Context: an optimization exercise on an open-source flow, tuned for small area, a short achievable clock period and few clock cycles per item. The choices shown serve that exercise and are no tape-out recipe. In this exercise RTL edits were held to simulation tests only and were not proved equivalent to the original. Power is estimated from default activity; no workload was simulated.

==> flow/design.v <==
package pwb_pkg;
   localparam logic [2:0] CLS_FADE        = 3'd0;
   localparam logic [2:0] CLS_SOFT_LEAD   = 3'd1;
   localparam logic [2:0] CLS_SOFT_TRAIL  = 3'd2;
   localparam logic [2:0] CLS_SPLIT_OPEN  = 3'd3;
   localparam logic [2:0] CLS_SPLIT_CLOSE = 3'd4;
   localparam logic [2:0] CLS_DIAMOND     = 3'd5;
   localparam logic [2:0] CLS_DISSOLVE    = 3'd6;
   localparam logic [31:0] HASH_MUL_A = 32'h9e3779b9;
   localparam logic [22:0] HASH_MUL_B = 23'h6b352d;
endpackage
module pwb_weight (
   input  logic [2:0]         cls,
   input  logic               use_y,
   input  logic [2:0]         shoh,    
   input  logic [8:0]         r,
   input  logic [10:0]        hw,
   input  logic signed [14:0] cp,
   input  logic signed [14:0] cm,
   input  logic signed [7:0]  ext,
   input  logic [8:0]         dw,
   input  logic [11:0]        x,
   input  logic [11:0]        y,
   output logic [8:0]         w
);
   logic [11:0]        u;
   logic signed [14:0] tp, tm, t;
   logic               xge, use_p;
   logic [8:0]         w_soft, w_split, w_diam;
   logic [5:0]         dhalf, dax, day;
   logic [4:0]         lmask, xl, yl;
   logic               xt, yt;
   logic signed [8:0]  drhs;
   always_comb begin
      u     = x;   
      tp    = cp + $signed({3'b000, u});
      tm    = cm - $signed({3'b000, u});
      xge   = x >= {1'b0, hw};
      case (cls)
         pwb_pkg::CLS_SOFT_LEAD:  use_p = 1'b1;
         pwb_pkg::CLS_SPLIT_OPEN: use_p = !xge;
         pwb_pkg::CLS_SPLIT_CLOSE: use_p = xge;
         default:                 use_p = 1'b0;
      endcase
      t = use_p ? tp : tm;
      if (t <= 0)        w_soft = 9'd0;
      else if (t >= 255) w_soft = 9'h1ff;
      else               w_soft = 9'(t);
      if (t <= 0)        w_split = 9'd0;
      else if (t >= 127) w_split = 9'h1ff;
      else               w_split = {t[7:0], 1'b0} + {8'd0, (t >= 64)};
      dhalf = shoh[0] ? 6'd32 : (shoh[1] ? 6'd16 : 6'd8);
      lmask = shoh[0] ? 5'd31 : (shoh[1] ? 5'd15 : 5'd7);
      xt    = shoh[0] ? x[5] : (shoh[1] ? x[4] : x[3]);
      yt    = shoh[0] ? y[5] : (shoh[1] ? y[4] : y[3]);
      xl    = x[4:0] & lmask;
      yl    = y[4:0] & lmask;
      dax   = xt ? {1'b0, xl} : dhalf - {1'b0, xl};
      day   = yt ? {1'b0, yl} : dhalf - {1'b0, yl};
      drhs  = $signed({3'b000, day}) + $signed({ext[7], ext});
      w_diam = ($signed({3'b000, dax}) < drhs) ? dw : 9'd0;
      case (cls)
         pwb_pkg::CLS_SOFT_LEAD, pwb_pkg::CLS_SOFT_TRAIL:   w = w_soft;
         pwb_pkg::CLS_SPLIT_OPEN, pwb_pkg::CLS_SPLIT_CLOSE: w = w_split;
         pwb_pkg::CLS_DIAMOND:                              w = w_diam;
         default:                                           w = {r[8], r[7:0] | {8{r[8]}}};
      endcase
   end
endmodule
module pwb_blend_cs (
   input  logic [7:0]  old_c,
   input  logic [7:0]  new_c,
   input  logic [8:0]  sel,     
   output logic [15:0] s,
   output logic [15:0] c
);
   logic [8:0][15:0] row;
   logic [5:0][15:0] a1;
   logic [3:0][15:0] a2;
   logic [2:0][15:0] a3;
   function automatic logic [31:0] csa(input logic [15:0] x, input logic [15:0] y,
                                       input logic [15:0] z);
      logic [15:0] sm, cy;
      sm = x ^ y ^ z;
      cy = ((x & y) | (x & z) | (y & z)) << 1;
      csa = {sm, cy};
   endfunction
   always_comb begin
      row[8] = {8'd0, (sel[8] ? new_c : old_c)};
      for (int i = 0; i < 8; i++) begin
         row[i] = {8'd0, (sel[i] ? new_c : old_c)} << i;
      end
      {a1[0], a1[1]} = csa(row[8], row[0], row[1]);
      {a1[2], a1[3]} = csa(row[2], row[3], row[4]);
      {a1[4], a1[5]} = csa(row[5], row[6], row[7]);
      {a2[0], a2[1]} = csa(a1[0], a1[1], a1[2]);
      {a2[2], a2[3]} = csa(a1[3], a1[4], a1[5]);
      {a3[0], a3[1]} = csa(a2[0], a2[1], a2[2]);
      a3[2] = a2[3];
      {s, c} = csa(a3[0], a3[1], a3[2]);
   end
endmodule
module procedural_wipe_blend (
   input  logic        clock,
   input  logic        reset,
   input  logic        csr_valid,
   output logic        csr_ready,
   input  logic [2:0]  csr_index,
   input  logic [31:0] csr_data,
   input  logic        req_valid,
   output logic        req_ready,
   input  logic [11:0] req_pixel_x,
   input  logic [11:0] req_pixel_y,
   input  logic [7:0]  req_old_red,
   input  logic [7:0]  req_old_green,
   input  logic [7:0]  req_old_blue,
   input  logic [7:0]  req_new_red,
   input  logic [7:0]  req_new_green,
   input  logic [7:0]  req_new_blue,
   output logic        rsp_valid,
   input  logic        rsp_ready,
   output logic [7:0]  rsp_out_red,
   output logic [7:0]  rsp_out_green,
   output logic [7:0]  rsp_out_blue,
   output logic [8:0]  rsp_mix_weight
);
   assign csr_ready = 1'b1;
   logic [2:0]  cls;
   logic        use_y;
   logic [2:0]  shoh;
   logic [8:0]  r;
   logic [11:0] fw, fh;
   logic [31:0] seed;
   logic [2:0]  dec_cls;
   logic        dec_use_y;
   always_comb begin
      dec_use_y = 1'b0;
      case (csr_data[6:0])
         7'd2:          begin dec_cls = pwb_pkg::CLS_SOFT_LEAD;   dec_use_y = 1'b1; end
         7'd3:          begin dec_cls = pwb_pkg::CLS_SOFT_TRAIL;  dec_use_y = 1'b1; end
         7'd4:                dec_cls = pwb_pkg::CLS_SOFT_LEAD;
         7'd5:                dec_cls = pwb_pkg::CLS_SOFT_TRAIL;
         7'd6:                dec_cls = pwb_pkg::CLS_SPLIT_OPEN;
         7'd7:                dec_cls = pwb_pkg::CLS_SPLIT_CLOSE;
         7'd8, 7'd9, 7'd10:   dec_cls = pwb_pkg::CLS_DIAMOND;
         7'd21:               dec_cls = pwb_pkg::CLS_DISSOLVE;
         default:             dec_cls = pwb_pkg::CLS_FADE;
      endcase
   end
   always_ff @(posedge clock) begin
      if (reset) begin
         cls   <= pwb_pkg::CLS_FADE;
         use_y <= 1'b0;
         shoh  <= 3'b001;
         r     <= 9'd0;
         fw    <= 12'd800;
         fh    <= 12'd600;
         seed  <= 32'd0;
      end else if (csr_valid) begin
         case (csr_index)
            3'd0: begin
               cls   <= dec_cls;
               use_y <= dec_use_y;
               shoh  <= {csr_data[1], csr_data[1:0] == 2'd1, csr_data[1:0] == 2'd0};
            end
            3'd1: r    <= (csr_data[8:0] > 9'd256) ? 9'd256 : csr_data[8:0];
            3'd2: fw   <= csr_data[11:0];
            3'd3: fh   <= csr_data[11:0];
            3'd4: seed <= csr_data;
            default: ;
         endcase
      end
   end
   logic        is_soft, is_diss, is_diam, needs_eng;
   logic        restart, start_diss;
   logic        busy;
   logic [4:0]  cnt;
   logic [31:0] acc;
   logic [10:0] hw;
   logic [12:0] base;
   logic [8:0]  factor;
   logic        mbit;
   logic [12:0] base_q;
   assign hw = fw[11:1];
   assign is_soft = (cls == pwb_pkg::CLS_SOFT_LEAD) || (cls == pwb_pkg::CLS_SOFT_TRAIL) ||
                    (cls == pwb_pkg::CLS_SPLIT_OPEN) || (cls == pwb_pkg::CLS_SPLIT_CLOSE);
   assign is_diss = (cls == pwb_pkg::CLS_DISSOLVE);
   assign is_diam = (cls == pwb_pkg::CLS_DIAMOND);
   assign needs_eng = is_soft || is_diss || is_diam;
   always_comb begin
      restart = 1'b0;
      if (csr_valid) begin
         case (csr_index)
            3'd0: restart = 1'b1;
            3'd1: restart = is_soft || is_diam;
            3'd2: restart = is_soft && !use_y;
            3'd3: restart = is_soft && use_y;
            3'd4: restart = is_diss;
            default: restart = 1'b0;
         endcase
      end
      start_diss = (csr_index == 3'd0) ? (dec_cls == pwb_pkg::CLS_DISSOLVE) : is_diss;
      if (cls == pwb_pkg::CLS_SPLIT_OPEN || cls == pwb_pkg::CLS_SPLIT_CLOSE) base = {2'b00, hw} + 13'd127;
      else if (use_y)                                       base = {1'b0, fh} + 13'd255;
      else                                                  base = {1'b0, fw} + 13'd255;
      factor = (cls == pwb_pkg::CLS_SOFT_TRAIL || cls == pwb_pkg::CLS_SPLIT_CLOSE) ? r : (9'd256 - r);
   end
   logic [4:0]  cnt_n;
   logic        pend, ms_q, mb_q;
   logic [4:0]  cnt_m;
   always_comb begin
      if (restart)            cnt_n = start_diss ? 5'd31 : 5'd8;
      else if (busy && !pend) cnt_n = cnt - 5'd1;
      else                    cnt_n = cnt;
      cnt_m = (busy && !pend) ? cnt - 5'd1 : cnt;
      if (is_diss)      mbit = pwb_pkg::HASH_MUL_A[cnt_m];
      else if (is_diam) mbit = r[cnt_m[3:0]];
      else              mbit = factor[cnt_m[3:0]];
   end
   always_ff @(posedge clock) begin
      ms_q   <= mbit && is_diss;    
      mb_q   <= mbit && !is_diss;   
      base_q <= is_diam ? {4'd0, r} : base;
   end
   always_ff @(posedge clock) begin
      if (reset) begin
         busy <= 1'b0;
         pend <= 1'b0;
         cnt  <= 5'd0;
         acc  <= 32'd0;
      end else begin
         cnt <= cnt_n;
         if (restart) begin
            busy <= 1'b1;
            pend <= 1'b1;
            acc  <= 32'd0;
         end else if (pend) begin
            pend <= 1'b0;
         end else if (busy) begin
            acc <= {acc[30:0], 1'b0} + (({32{ms_q}} & seed) | {19'd0, {13{mb_q}} & base_q});
            if (cnt == 5'd0) busy <= 1'b0;
         end
      end
   end
   logic [12:0]        edge_v;
   logic [11:0]        hw2;
   logic signed [14:0] cp_n, cm_n, cp, cm;
   logic [10:0]        r3;
   logic [7:0]         ext_n, ext;
   logic [13:0]        fw3_n, fw3;
   logic [8:0]         dw;
   always_comb begin
      edge_v = acc[20:8];
      hw2    = {hw, 1'b0};
      if (cls == pwb_pkg::CLS_SPLIT_CLOSE) cp_n = $signed({2'b00, edge_v}) - $signed({3'b000, hw2});
      else if (cls == pwb_pkg::CLS_SOFT_LEAD) cp_n = 15'sd255 - $signed({2'b00, edge_v});
      else cp_n = 15'sd127 - $signed({2'b00, edge_v});
      if (cls == pwb_pkg::CLS_SPLIT_OPEN) cm_n = $signed({3'b000, hw2}) + 15'sd127 - $signed({2'b00, edge_v});
      else cm_n = $signed({2'b00, edge_v});
      r3    = {2'b00, r} + {1'b0, r, 1'b0};
      if (shoh[0])      ext_n = 8'(r3 >> 3) - 8'd32;
      else if (shoh[1]) ext_n = 8'(r3 >> 4) - 8'd16;
      else              ext_n = 8'(r3 >> 5) - 8'd8;
      fw3_n = {2'b00, fw} + {1'b0, fw, 1'b0};
      dw    = 9'd16 + acc[17:9];
   end
   always_ff @(posedge clock) begin
      cp  <= cp_n;
      cm  <= cm_n;
      ext <= ext_n;
      fw3 <= fw3_n;
   end
   logic        go;
   logic        rr_q;
   logic        ov;         
   logic [23:0] oa, ob;      
   logic        osel;        
   logic [8:0]  ow;
   assign go        = !ov || rsp_ready;   
   assign req_ready = go && rr_q;
   logic        v0;
   logic [11:0] x0, y0;
   logic [47:0] p0;    
   always_ff @(posedge clock) begin
      if (reset) v0 <= 1'b0;
      else if (go) v0 <= req_valid && rr_q;
   end
   always_ff @(posedge clock) begin
      if (go) begin
         x0 <= use_y ? req_pixel_y : req_pixel_x;   
         y0 <= req_pixel_y;
         p0 <= {req_old_red, req_old_green, req_old_blue,
                req_new_red, req_new_green, req_new_blue};
      end
   end
   logic [8:0] w1_n;
   pwb_weight u_weight (
      .cls   (cls),
      .use_y (use_y),
      .shoh  (shoh),
      .r     (r),
      .hw    (hw),
      .cp    (cp),
      .cm    (cm),
      .ext   (ext),
      .dw    (dw),
      .x     (x0),
      .y     (y0),
      .w     (w1_n)
   );
   function automatic logic [63:0] csa32(input logic [31:0] a, input logic [31:0] b,
                                         input logic [31:0] c);
      logic [31:0] sm, cy;
      sm = a ^ b ^ c;
      cy = ((a & b) | (a & c) | (b & c)) << 1;
      csa32 = {sm, cy};
   endfunction
   function automatic logic [45:0] csa23(input logic [22:0] a, input logic [22:0] b,
                                         input logic [22:0] c);
      logic [22:0] sm, cy;
      sm = a ^ b ^ c;
      cy = ((a & b) | (a & c) | (b & c)) << 1;
      csa23 = {sm, cy};
   endfunction
   logic [7:0][31:0] ir;
   logic [5:0][31:0] il1;
   logic [3:0][31:0] il2;
   logic [2:0][31:0] il3;
   logic [31:0] is_n, ic_n;
   logic [13:0] m;
   always_comb begin
      for (int j = 0; j < 6; j++) begin
         case (y0[2*j +: 2])
            2'd0: m = 14'd0;
            2'd1: m = {2'b00, fw};
            2'd2: m = {1'b0, fw, 1'b0};
            default: m = fw3;
         endcase
         ir[j] = {18'd0, m} << (2 * j);
      end
      ir[6] = {20'd0, x0};
      ir[7] = acc;
      {il1[0], il1[1]} = csa32(ir[0], ir[1], ir[2]);
      {il1[2], il1[3]} = csa32(ir[3], ir[4], ir[5]);
      il1[4] = ir[6];
      il1[5] = ir[7];
      {il2[0], il2[1]} = csa32(il1[0], il1[1], il1[2]);
      {il2[2], il2[3]} = csa32(il1[3], il1[4], il1[5]);
      {il3[0], il3[1]} = csa32(il2[0], il2[1], il2[2]);
      il3[2] = il2[3];
      {is_n, ic_n} = csa32(il3[0], il3[1], il3[2]);
   end
   logic        v1;
   logic [8:0]  w1;    
   logic [47:0] p1;
   logic [31:0] is1, ic1;
   always_ff @(posedge clock) begin
      if (reset) v1 <= 1'b0;
      else if (go) v1 <= v0;
   end
   always_ff @(posedge clock) begin
      if (go) begin
         w1  <= w1_n;
         p1  <= p0;
         is1 <= is_n;
         ic1 <= ic_n;
      end
   end
   logic [2:0][15:0] bs_n;
   logic [2:0][15:0] bc_n;
   for (genvar ch = 0; ch < 3; ch++) begin : g_blend
      pwb_blend_cs u_bl (
         .old_c (p1[47 - 8*ch -: 8]),
         .new_c (p1[23 - 8*ch -: 8]),
         .sel   (w1),
         .s     (bs_n[ch]),
         .c     (bc_n[ch])
      );
   end
   logic [31:0] hv0;
   logic [22:0] h_n;
   always_comb begin
      hv0  = is1 + ic1;
      h_n  = hv0[22:0] ^ {7'd0, hv0[31:16]};
   end
   logic        v2;
   logic [8:0]  w2;
   logic [5:0][15:0] s2, s2_n;
   logic [71:0]      dv1, dv2;
   logic [2:0][15:0] bs2;
   logic [2:0][15:0] bc2;
   logic [22:0] h2;
   logic [47:0] p2;
   always_comb begin
      dv1 = {1'b0, h_n, p1};
      for (int k = 0; k < 6; k++) begin
         if (is_diss) s2_n[k] = {dv1[12*k +: 12], 4'd0};
         else         s2_n[k] = (k < 3) ? bs_n[k] : bc_n[k - 3];
      end
      for (int k = 0; k < 6; k++) dv2[12*k +: 12] = s2[k][15:4];
      for (int k = 0; k < 3; k++) begin
         bs2[k] = s2[k];
         bc2[k] = s2[k + 3];
      end
      p2 = dv2[47:0];
      h2 = dv2[70:48];
   end
   always_ff @(posedge clock) begin
      if (reset) v2 <= 1'b0;
      else if (go) v2 <= v1;
   end
   always_ff @(posedge clock) begin
      if (go) begin
         w2  <= {w1[8], w1[7:0] & {8{!w1[8]}}};
         s2  <= s2_n;
      end
   end
   logic [2:0][7:0] mix;
   logic [2:0][15:0] bsum;
   always_comb begin
      for (int ch = 0; ch < 3; ch++) begin
         bsum[ch] = bs2[ch] + bc2[ch];
         mix[ch]  = bsum[ch][15:8];
      end
   end
   logic [12:0][22:0] hr;
   logic [8:0][22:0] hl1;
   logic [5:0][22:0] hl2;
   logic [3:0][22:0] hl3;
   logic [2:0][22:0] hl4;
   logic [22:0] hs_n, hc_n;
   always_comb begin
      hr[0]  = h2;
      hr[1]  = h2 << 2;
      hr[2]  = h2 << 3;
      hr[3]  = h2 << 5;
      hr[4]  = h2 << 8;
      hr[5]  = h2 << 10;
      hr[6]  = h2 << 12;
      hr[7]  = h2 << 13;
      hr[8]  = h2 << 16;
      hr[9]  = h2 << 17;
      hr[10] = h2 << 19;
      hr[11] = h2 << 21;
      hr[12] = h2 << 22;
      {hl1[0], hl1[1]} = csa23(hr[0], hr[1], hr[2]);
      {hl1[2], hl1[3]} = csa23(hr[3], hr[4], hr[5]);
      {hl1[4], hl1[5]} = csa23(hr[6], hr[7], hr[8]);
      {hl1[6], hl1[7]} = csa23(hr[9], hr[10], hr[11]);
      hl1[8] = hr[12];
      {hl2[0], hl2[1]} = csa23(hl1[0], hl1[1], hl1[2]);
      {hl2[2], hl2[3]} = csa23(hl1[3], hl1[4], hl1[5]);
      {hl2[4], hl2[5]} = csa23(hl1[6], hl1[7], hl1[8]);
      {hl3[0], hl3[1]} = csa23(hl2[0], hl2[1], hl2[2]);
      {hl3[2], hl3[3]} = csa23(hl2[3], hl2[4], hl2[5]);
      {hl4[0], hl4[1]} = csa23(hl3[0], hl3[1], hl3[2]);
      hl4[2] = hl3[3];
      {hs_n, hc_n} = csa23(hl4[0], hl4[1], hl4[2]);
   end
   logic        v3;
   logic [22:0] hs3, hc3;
   logic [47:0] p3;
   always_ff @(posedge clock) begin
      if (reset) v3 <= 1'b0;
      else if (go) v3 <= v2;
   end
   always_ff @(posedge clock) begin
      if (go) begin
         hs3 <= hs_n;
         hc3 <= hc_n;
         p3  <= p2;
      end
   end
   logic [7:0]  hp_lo, hp_h0, hp_h1;
   logic [15:0] hp_c;
   logic        dsel0, dsel1, dsel;
   always_comb begin
      hp_lo = hs3[7:0] + hc3[7:0];
      hp_c  = {1'b0, hs3[14:0]} + {1'b0, hc3[14:0]};
      hp_h0 = hs3[22:15] + hc3[22:15];
      hp_h1 = hs3[22:15] + hc3[22:15] + 8'd1;
      dsel0 = {1'b0, hp_lo ^ hp_h0} < r;
      dsel1 = {1'b0, hp_lo ^ hp_h1} < r;
      dsel  = hp_c[15] ? dsel1 : dsel0;
   end
   logic xv;
   assign xv = is_diss ? v3 : v2;
   always_ff @(posedge clock) begin
      if (reset)   ov <= 1'b0;
      else if (go) ov <= xv;
   end
   always_ff @(posedge clock) begin
      if (go) begin
         oa   <= is_diss ? p3[23:0] : {mix[0], mix[1], mix[2]};
         ob   <= p3[47:24];
         osel <= !is_diss || dsel;
         ow   <= is_diss ? {dsel, 8'd0} : w2;
      end
   end
   logic busy_n, needs_n;
   always_comb begin
      busy_n  = restart || (busy && (pend || cnt != 5'd0));
      needs_n = (csr_valid && csr_index == 3'd0) ? (dec_cls != pwb_pkg::CLS_FADE) : needs_eng;
   end
   always_ff @(posedge clock) begin
      if (reset) rr_q <= 1'b0;
      else       rr_q <= !(needs_n && busy_n);
   end
   assign rsp_valid      = ov;
   assign rsp_out_red    = osel ? oa[23:16] : ob[23:16];
   assign rsp_out_green  = osel ? oa[15:8]  : ob[15:8];
   assign rsp_out_blue   = osel ? oa[7:0]   : ob[7:0];
   assign rsp_mix_weight = ow;
endmodule
==> flow/flow/run.sh <==
#!/bin/bash
# Standard layout (the standard.sh), with the smallest buffer as the
# port buffer and no dummy clock loads.
set -e
echo 'export BUFFER_PORTS_ARGS = -buffer_cell sky130_fd_sc_hd__buf_1' >> config.mk
echo 'export CTS_ARGS = -sink_clustering_enable -repair_clock_nets -sink_clustering_size 25 -buf_list sky130_fd_sc_hd__clkbuf_8 -dont_use_dummy_load' >> config.mk
bash standard.sh > standard.log 2>&1
==> flow/standard.sh <==
#!/bin/bash
# synth_recipe.tcl (not shown) runs the flow's synth.tcl, then flattens the netlist and writes it again
# the make line also repeats each setting of config.mk as NAME=value (left out here)
make -C /OpenROAD-flow-scripts/flow DESIGN_CONFIG=/design/flow/config.mk WORK_HOME=/design/flow/orfs CLKGATE_MAP_FILE= SYNTH_SCRIPT=/design/flow/synth_recipe.tcl "${@:-finish}"
==> flow/config.mk <==
export PLATFORM = sky130hd
export DESIGN_NAME = procedural_wipe_blend
export DESIGN_NICKNAME = procedural_wipe_blend
export VERILOG_FILES = /design/flow/design.v
export SDC_FILE = /design/flow/constraint.sdc
export NUM_CORES = 4
export LEC_CHECK = 0
export CAP_MARGIN = 20
export CORE_MARGIN = 2
export CORE_UTILIZATION = 68
export CTS_BUF_LIST = sky130_fd_sc_hd__clkbuf_8
export CTS_CLUSTER_SIZE = 25
export SETUP_SLACK_MARGIN = 3.3
export SLEW_MARGIN = 20
export BUFFER_PORTS_ARGS = -buffer_cell sky130_fd_sc_hd__buf_1
export CTS_ARGS = -sink_clustering_enable -repair_clock_nets -sink_clustering_size 25 -buf_list sky130_fd_sc_hd__clkbuf_8 -dont_use_dummy_load
==> flow/constraint.sdc <==
create_clock -name core_clock -period 7.0 [get_ports {clock}]
set_input_delay 1.4000 -clock core_clock [delete_from_list [all_inputs] [get_ports {clock}]]
set_output_delay 1.4000 -clock core_clock [all_outputs]
set_load 0.01 [all_outputs]
==> flow_metrics.tcl, run 1 <==
set metrics [dict create \
    cts_max_path_buffers 3 \
    switching_share_pct 39.6 \
    comb_power_share_pct 53.3 \
    power_density_nw_per_um2 363 \
    critPathMaxFanout 4 \
    cp_slowest_cell "fa_1" \
    hold_viol 0 \
    grt_setup_unrepaired "yes" \
    synth_xor_area_share_pct 4.44 \
    async_flop_share_pct 0 \
    htree_levels 3 \
    antenna_left 0 \
    gr-total-overflow 0 \
    postSynthAreaPerCell_sq_um 10.4 \
    reg2reg_from "s2[79]" \
    tightest_slew_ps 1030 \
    fin_tns_setup_ps 0 \
    mostFrequentLayoutCells "nand2_1 (545), edfxtp_1 (411), ha_1 (383)" \
    worstPathArrival_ps 4090 \
    synth-simple-area-share_pct 10.4 \
    synth_edf_count 411 \
    core_area_sq_um 64100 \
    period_needed_ps 3660 \
    layout-drive-gt1-share_pct 12.4 \
    dpl_cell_area_sq_um 44900 \
    synth_fa_ha_area_share_pct 24.9 \
    drt_pass1_iterations 7 \
    fillers 4517 \
    final_core_util_pct 74.9 \
    cts_made_buffers 99 \
    seqCellArea_sq_um 16000 \
    wire_per_inst_um 22.8 \
    critPathBufInv 5 \
    worstSetupPathType "reg2reg" \
    path_delay_family "adder cells" \
    die_h_um 258 \
    layout_setup_ws_ps 3340 \
    endpoint_kind "flip-flop" \
    synthMuxAreaShare_pct 7.35 \
    required_ps 7430 \
    clk-insertion-delay-late_ps 730 \
    max_stage_delay_ps 540 \
    cts.clk_slew.worst_paths_ps 60 \
    multi_input_area_sq_um 26100 \
    viasPerCell 6.14 \
    skew_ps 64.7 \
    ys_seq_area_share_pct 36.4 \
    cp-startpoint "s2[79]" \
    setup_viol 0 \
    track_usage_pct 36.1 \
    area_growth_pct 9.54 \
    power.clock.fraction_pct 14.4 \
    path_cells "buf_4 -> inv_2 -> fa_1 -> inv_1 -> fa_1 -> inv_1 -> fa_1 -> inv_1 -> fa_1 -> fa_1" \
    boundaryPins 148 \
    start_util_pct 68.3 \
    cts-root-buf "clkbuf_8" \
    internal-power_mw 10.5 \
    power_frac_seq_pct 32.3 \
    cp-start-kind "flip-flop" \
    dp_hpwl_um 87300 \
    port_buffers 146 \
    synth_nets 4998 \
    place.gp.congestion 0.998 \
    hp-class "reg2reg" \
    synth.distinct_cells 85 \
    worst_path_most_repeated_cell "fa_1" \
    wl_um 120000 \
    num_rows 93 \
    fin_area_sq_um 48000 \
    yosys_most_used_dff "edfxtp_1" \
    drt_iter0_markers 2936 \
    grt_max_degree 137 \
    ir_worst_vdd_mv 0.429 \
    synth-seq-cells 592 \
    synth_top_family_by_area "adder cells" \
    drv_slew 0 \
    finalCritPeriodShare_pct 52.3 \
    cts.sinks 592 \
    final_common_cell "nand2_1" \
    status "complete, no violations" \
    syn_area_sq_um 43800 \
    antenna_found_initial 6 \
    hp-start "p3[47]" \
    p_leak_nw 20.5 \
    drv_cap 0 \
    cts_tree "done" \
    remaining_drc_errors 0 \
    grt_pass1_vias 32000 \
    synth_compound_area_share_pct 11.6 \
    yosysWarnings 3 \
    synthCells 4196 \
    post-place-ws_ps 2520 \
    die_width_um 258 \
    p_switching_mw 6.89 \
    grt_first_pass_wirelength_um 183000 \
    route.vias.total 32300 \
    dieArea_sq_um 66500 \
    maxSlewHeadroom_pct 31.1 \
    max_freq_ghz 0.273 \
    final_nets 5209 \
]
final timing paths:
path	to	slack [ps]	cells past startpoint
worst max-delay path	hs3[19]	3340	10
worst min-delay path	ob[23]	390	0
worst max register to register	hs3[19]	3340	10
worst min register to register	ob[23]	390	0
worst register-to-register path, cell delays in order (launching register included):
cell,delay (ps)
edfxtp_1,480
buf_4,170
inv_2,40
fa_1,520
inv_1,60
fa_1,490
inv_1,70
fa_1,540
inv_1,50
fa_1,470
fa_1,500
state kept, by name, summed over array words and instances, names as in the netlist, 23 cells and up:
signal / flops
acc: 32
hs3: 23
ic1: 24
is1: 32
oa: 24
ob: 24
p0: 48
p1: 48
p3: 48
s2: 72
seed: 32
synth_stat cells (all sizes together), types with 5 or more instances:
cell type	instances	share of area, %
nand2	546	4.7
edfxtp	411	28
ha	387	11
inv	337	2.9
fa	303	14
a21oi	247	2.8
o21ai	218	2.5
clkbuf	183	1.6
dfxtp	181	8.3
nor2	180	1.5
mux2i	163	3.7
xnor2	161	3.2
mux2	139	3.6
xor2	61	1.2
nor2b	53	0.77
a21o	47	0.81
a22oi	42	0.72
buf	39	0.40
nor3	39	0.45
a211oi	37	0.66
and2	36	0.51
o21a	36	0.62
nand3	32	0.37
o21bai	26	0.45
a22o	25	0.50
nand2b	24	0.34
o211ai	23	0.39
a31oi	22	0.35
and3	20	0.29
o31ai	20	0.40
nand3b	16	0.27
nand4	14	0.20
nor3b	14	0.24
a21boi	11	0.19
nor4	10	0.14
o22ai	8	0.11
a31o	7	0.14
a2111oi	6	0.16
or2	6	0.086
a211o	5	0.10
or3	5	0.074
kinds of logic (layout without fill, tap and decap cells):
family | after synthesis | count (layout)
and+or+nand+nor | 1015 | 1017
DFF | 592 | 592
xor gates and xnor gates | 222 | 222
muxes | 303 | 303
other | 1 | 6
AOI/OAI and AO/OA | 812 | 812
buffers and inverters | 561 | 768
adders and majority gates | 690 | 690
stage by stage:
stage | power, mW | instances | hold WS, ps
after global placement | 14.2 | 5013 | 400
after detailed placement | 14.5 | 5013 | 405
final | 17.4 | 5265 | 390
after global routing | 18.9 | 5262 | 402
after floorplan | 11.8 | 4196 | 394
after CTS | 17.2 | 5192 | 401
layout make-up:
class | count | share of cell area (%)
multi-input cells | 3045 | 54.4
inverters | 339 | 2.73
diodes | 5 | 0.0261
well taps | 855 | 2.23
repair buffers | 330 | 4.41
flip-flops and latches | 592 | 33.4
clock buffers | 99 | 2.84
repair_timing:
| action | in CTS | in global routing |
|---|---|---|
| buffers inserted | 78 | 67 |
| cloned | 2 | 1 |
| hold endpoints to repair | 0 | 0 |
| gates resized for setup | 52 | 105 |
| hold buffers | 0 | 0 |
| setup endpoints to repair | 116 | 58 |
| pin swaps | 5 | 30 |
power by group through the flow:
stage / Sequential, mW / Combinational (mW) / Clock [mW]
after global placement: 5.81 / 8.37 / 0
final: 5.62 / 9.28 / 2.51
after global routing: 5.67 / 10.6 / 2.69
after floorplan: 5.49 / 6.35 / 0
after CTS: 5.64 / 9.07 / 2.54
after detailed placement: 5.84 / 8.63 / 0
routing by layer:
layer	vias up	global-route usage, %	part of all wire (%)
li1	14900	-	-
met1	15600	45.4	39
met2	1391	58.5	47
met3	380	5.13	7.0
met4	4	24.1	7.5
met5	-	0	0.019
Testbench counts, summed over its fixed seeds: cycles 17,177, items 16,384.
==> run 2, diff against run 1 <==
==> flow/flow/run.sh (replaced) <==
#!/bin/bash
# Standard layout (the standard.sh), with the smallest buffer as the
# port buffer.
set -e
echo 'export BUFFER_PORTS_ARGS = -buffer_cell sky130_fd_sc_hd__buf_1' >> config.mk
echo 'export CTS_ARGS = -sink_clustering_enable -repair_clock_nets -sink_clustering_size 25 -buf_list sky130_fd_sc_hd__clkbuf_8 -dont_use_dummy_load' >> config.mk
bash standard.sh > standard.log 2>&1
==> flow_metrics.tcl, run 2 <==
set metrics [dict create \
    wl_um 120000 \
    r2r-end "hs3[19]" \
    tightest_slew_ps 1030 \
    die_h_um 258 \
    start_util_pct 68.3 \
    clk-insertion-delay-late_ps 730 \
    worstSetupPathType "reg2reg" \
    synth_edf_count 411 \
    area_growth_pct 9.54 \
    gr-total-overflow 0 \
    status "complete, no violations" \
    period_needed_ps 3660 \
    layout-drive-gt1-share_pct 12.4 \
    skew_ps 64.7 \
    critPathMaxFanout 4 \
    drt_pass1_iterations 7 \
    layout.cells.non_filler 5265 \
    postSynthAreaPerCell_sq_um 10.4 \
    place_inst 5013 \
    hp-start "p3[47]" \
    reg2reg_depth 10 \
    ys_top_cells_by_count "nand2_1 (545), edfxtp_1 (411), ha_1 (387), inv_1 (335), fa_1 (303)" \
    p_leak_nw 20.5 \
    final_nets 5209 \
    worstHoldEndpoint "ob[23]" \
    largest_reg_flops 72 \
    ir_worst_vdd_mv 0.429 \
    multi_input_area_sq_um 26100 \
    required_ps 7430 \
    grt_first_pass_wirelength_um 183000 \
    finalCritPeriodShare_pct 52.3 \
    cts_max_path_buffers 3 \
    synthCells 4196 \
    fillers 4517 \
    synth.distinct_cells 85 \
    max_freq_ghz 0.273 \
    fin_tns_setup_ps 0 \
    maxSlewHeadroom_pct 31.1 \
    antenna_left 0 \
    port_buffers 146 \
    synth.area.top_cells "edfxtp_1 (28%), fa_1 (14%), ha_1 (11%), dfxtp_1 (8.3%), nand2_1 (4.7%)" \
    cts.sinks 592 \
    core_area_sq_um 64100 \
    final_common_cell "nand2_1" \
    antenna_found_initial 6 \
    grt_setup_unrepaired "yes" \
    grt_max_degree 137 \
    place.gp.congestion 0.998 \
    power_density_nw_per_um2 363 \
    endpoint_kind "flip-flop" \
    num_rows 93 \
    cts-root-buf "clkbuf_8" \
    grt_pass1_vias 32000 \
    cts.clk_slew.worst_paths_ps 60 \
    drv_slew 0 \
    remaining_drc_errors 0 \
    reg2reg_from "s2[79]" \
    boundaryPins 148 \
    seqCellArea_sq_um 16000 \
    dp_hpwl_um 87300 \
    netlist.area_leader.share_pct 28.2 \
    yosysMostFrequentCell "nand2_1" \
    yosysWarnings 3 \
    synth_nets 4998 \
    wire_per_inst_um 22.8 \
    hp-class "reg2reg" \
    worstPathArrival_ps 4090 \
    viasPerCell 6.14 \
    route.vias.total 32300 \
    post-place-ws_ps 2520 \
    htree_levels 3 \
    mostFrequentLayoutCells "nand2_1 (545), edfxtp_1 (411), ha_1 (383)" \
    async_flop_share_pct 0 \
    drt_iter0_markers 2936 \
    hold_viol 0 \
    track_usage_pct 36.1 \
    layout_setup_ws_ps 3340 \
    drv_cap 0 \
    ys_seq_area_share_pct 36.4 \
    die_width_um 258 \
    setup_viol 0 \
    post-synth-top-area-cell "edfxtp_1" \
    regMostFlops "s2" \
    worstHoldPathCells 0 \
    rrSetupSlack_ps 3340 \
    dieArea_sq_um 66500 \
    cts_tree "done" \
    syn_area_sq_um 43800 \
    cp-start-kind "flip-flop" \
    synth-seq-cells 592 \
    cts_made_buffers 99 \
    yosys_most_used_dff "edfxtp_1" \
]
==> run 2: cell counts in the layout (fill, tap and decap cells not counted) <==
No cell type changed its count.
==> run 2: through the flow <==
step | util (%) | hold WS (ps) | cell area (sq um) | total power [mW]
finish | 74.9 | 390 | 48000 | 17.4
global route | 74.8 | 402 | 48000 | 18.9
CTS | 73.4 | 401 | 47100 | 17.2
detailed placement | 70.0 | 405 | 44900 | 14.5
global placement | 70.0 | 400 | 44900 | 14.2
floorplan | - | 394 | 43800 | 11.8
==> run 2: layout make-up <==
cell class | instances | area share, %
clock buffers | 99 | 2.84
flip-flops and latches | 592 | 33.4
multi-input cells | 3045 | 54.4
well taps | 855 | 2.23
repair buffers | 330 | 4.41
inverters | 339 | 2.73
diodes | 5 | 0.0261
==> run 2: worst max path at each step <==
stage | start | endpoint | slack, ps | depth (start not counted)
after floorplan | rsp_ready | req_ready | 2680 | 3
after global placement | fw[9] | w1[2] | 2700 | 12
after detailed placement | fw[9] | w1[8] | 2520 | 12
after CTS | x0[0] | w1[3] | 3290 | 14
after global routing | fw[6] | w1[4] | 3190 | 14
final | s2[79] | hs3[19] | 3340 | 10
==> run 2: worst max-delay path, stage by stage (launching register included) <==
cell	delay (ps)
edfxtp_1	480
buf_4	160
inv_2	40
fa_1	520
inv_1	60
fa_1	490
inv_1	70
fa_1	540
inv_1	50
fa_1	470
fa_1	500
==> run 2: kinds of logic after synthesis <==
logic type	Yosys count	synth area share, %
adder cells (fa/ha/maj)	690	24.9
buffers and inverters	561	4.87
other	1	0.00856
multiplexers	303	7.35
XOR/XNOR	222	4.44
flip-flops	592	36.4
AO/OA/AOI/OAI	812	11.6
AND/OR/NAND/NOR	1015	10.4
==> run 2: power by group <==
part | switching [mW] | internal [mW]
registers | 0.484 | 5.14
clock network | 1.27 | 1.24
logic | 5.13 | 4.15
total | 6.89 | 10.5
==> run 2: per-layer routing <==
layer  global-route usage, %  part of all wire (%)
met2                    58.5                    47
met1                    45.4                    39
met5                       0                 0.019
met4                    24.1                   7.5
met3                    5.13                   7.0
==> run 2: timing repair <==
item                       4_1_cts  5_1_grt
gates resized for setup         52      105
pin swaps                        5       30
setup endpoints to repair      116       58
hold buffers                     0        0
setup buffers                   78       67
gates cloned                     2        1

## separate check: timing with driven ports
How much do the figures lean on ideal ports? The routed layouts below were timed once more, with nothing changed but the port constraints. Step 1 assumes that a clkbuf_16 drives the clock port and a buf_2 every other input. Step 2 adds t to the input delays and takes it off the output delays; t is the mean of the earliest and latest rising clock arrival at the registers after step 1. Input paths then give back, and output paths get back, about the clock's delay inside the block. Slacks: ideal / step 1 / step 2; pairs: ideal / step 1.
| run | t (ns) | setup WS [ns] | worst setup path at the end | worst register clock-pin slew, ns | cell pins on the clock port's net |
|---|---|---|---|---|---|
| run 1 | 0.757 | 3.339 / 3.339 / 3.162 | input to register | 0.07 / 0.07 | 1 |
| run 2 | 0.757 | 3.339 / 3.339 / 3.162 | input to register | 0.07 / 0.07 | 1 |
After both steps every run listed still meets setup and hold.
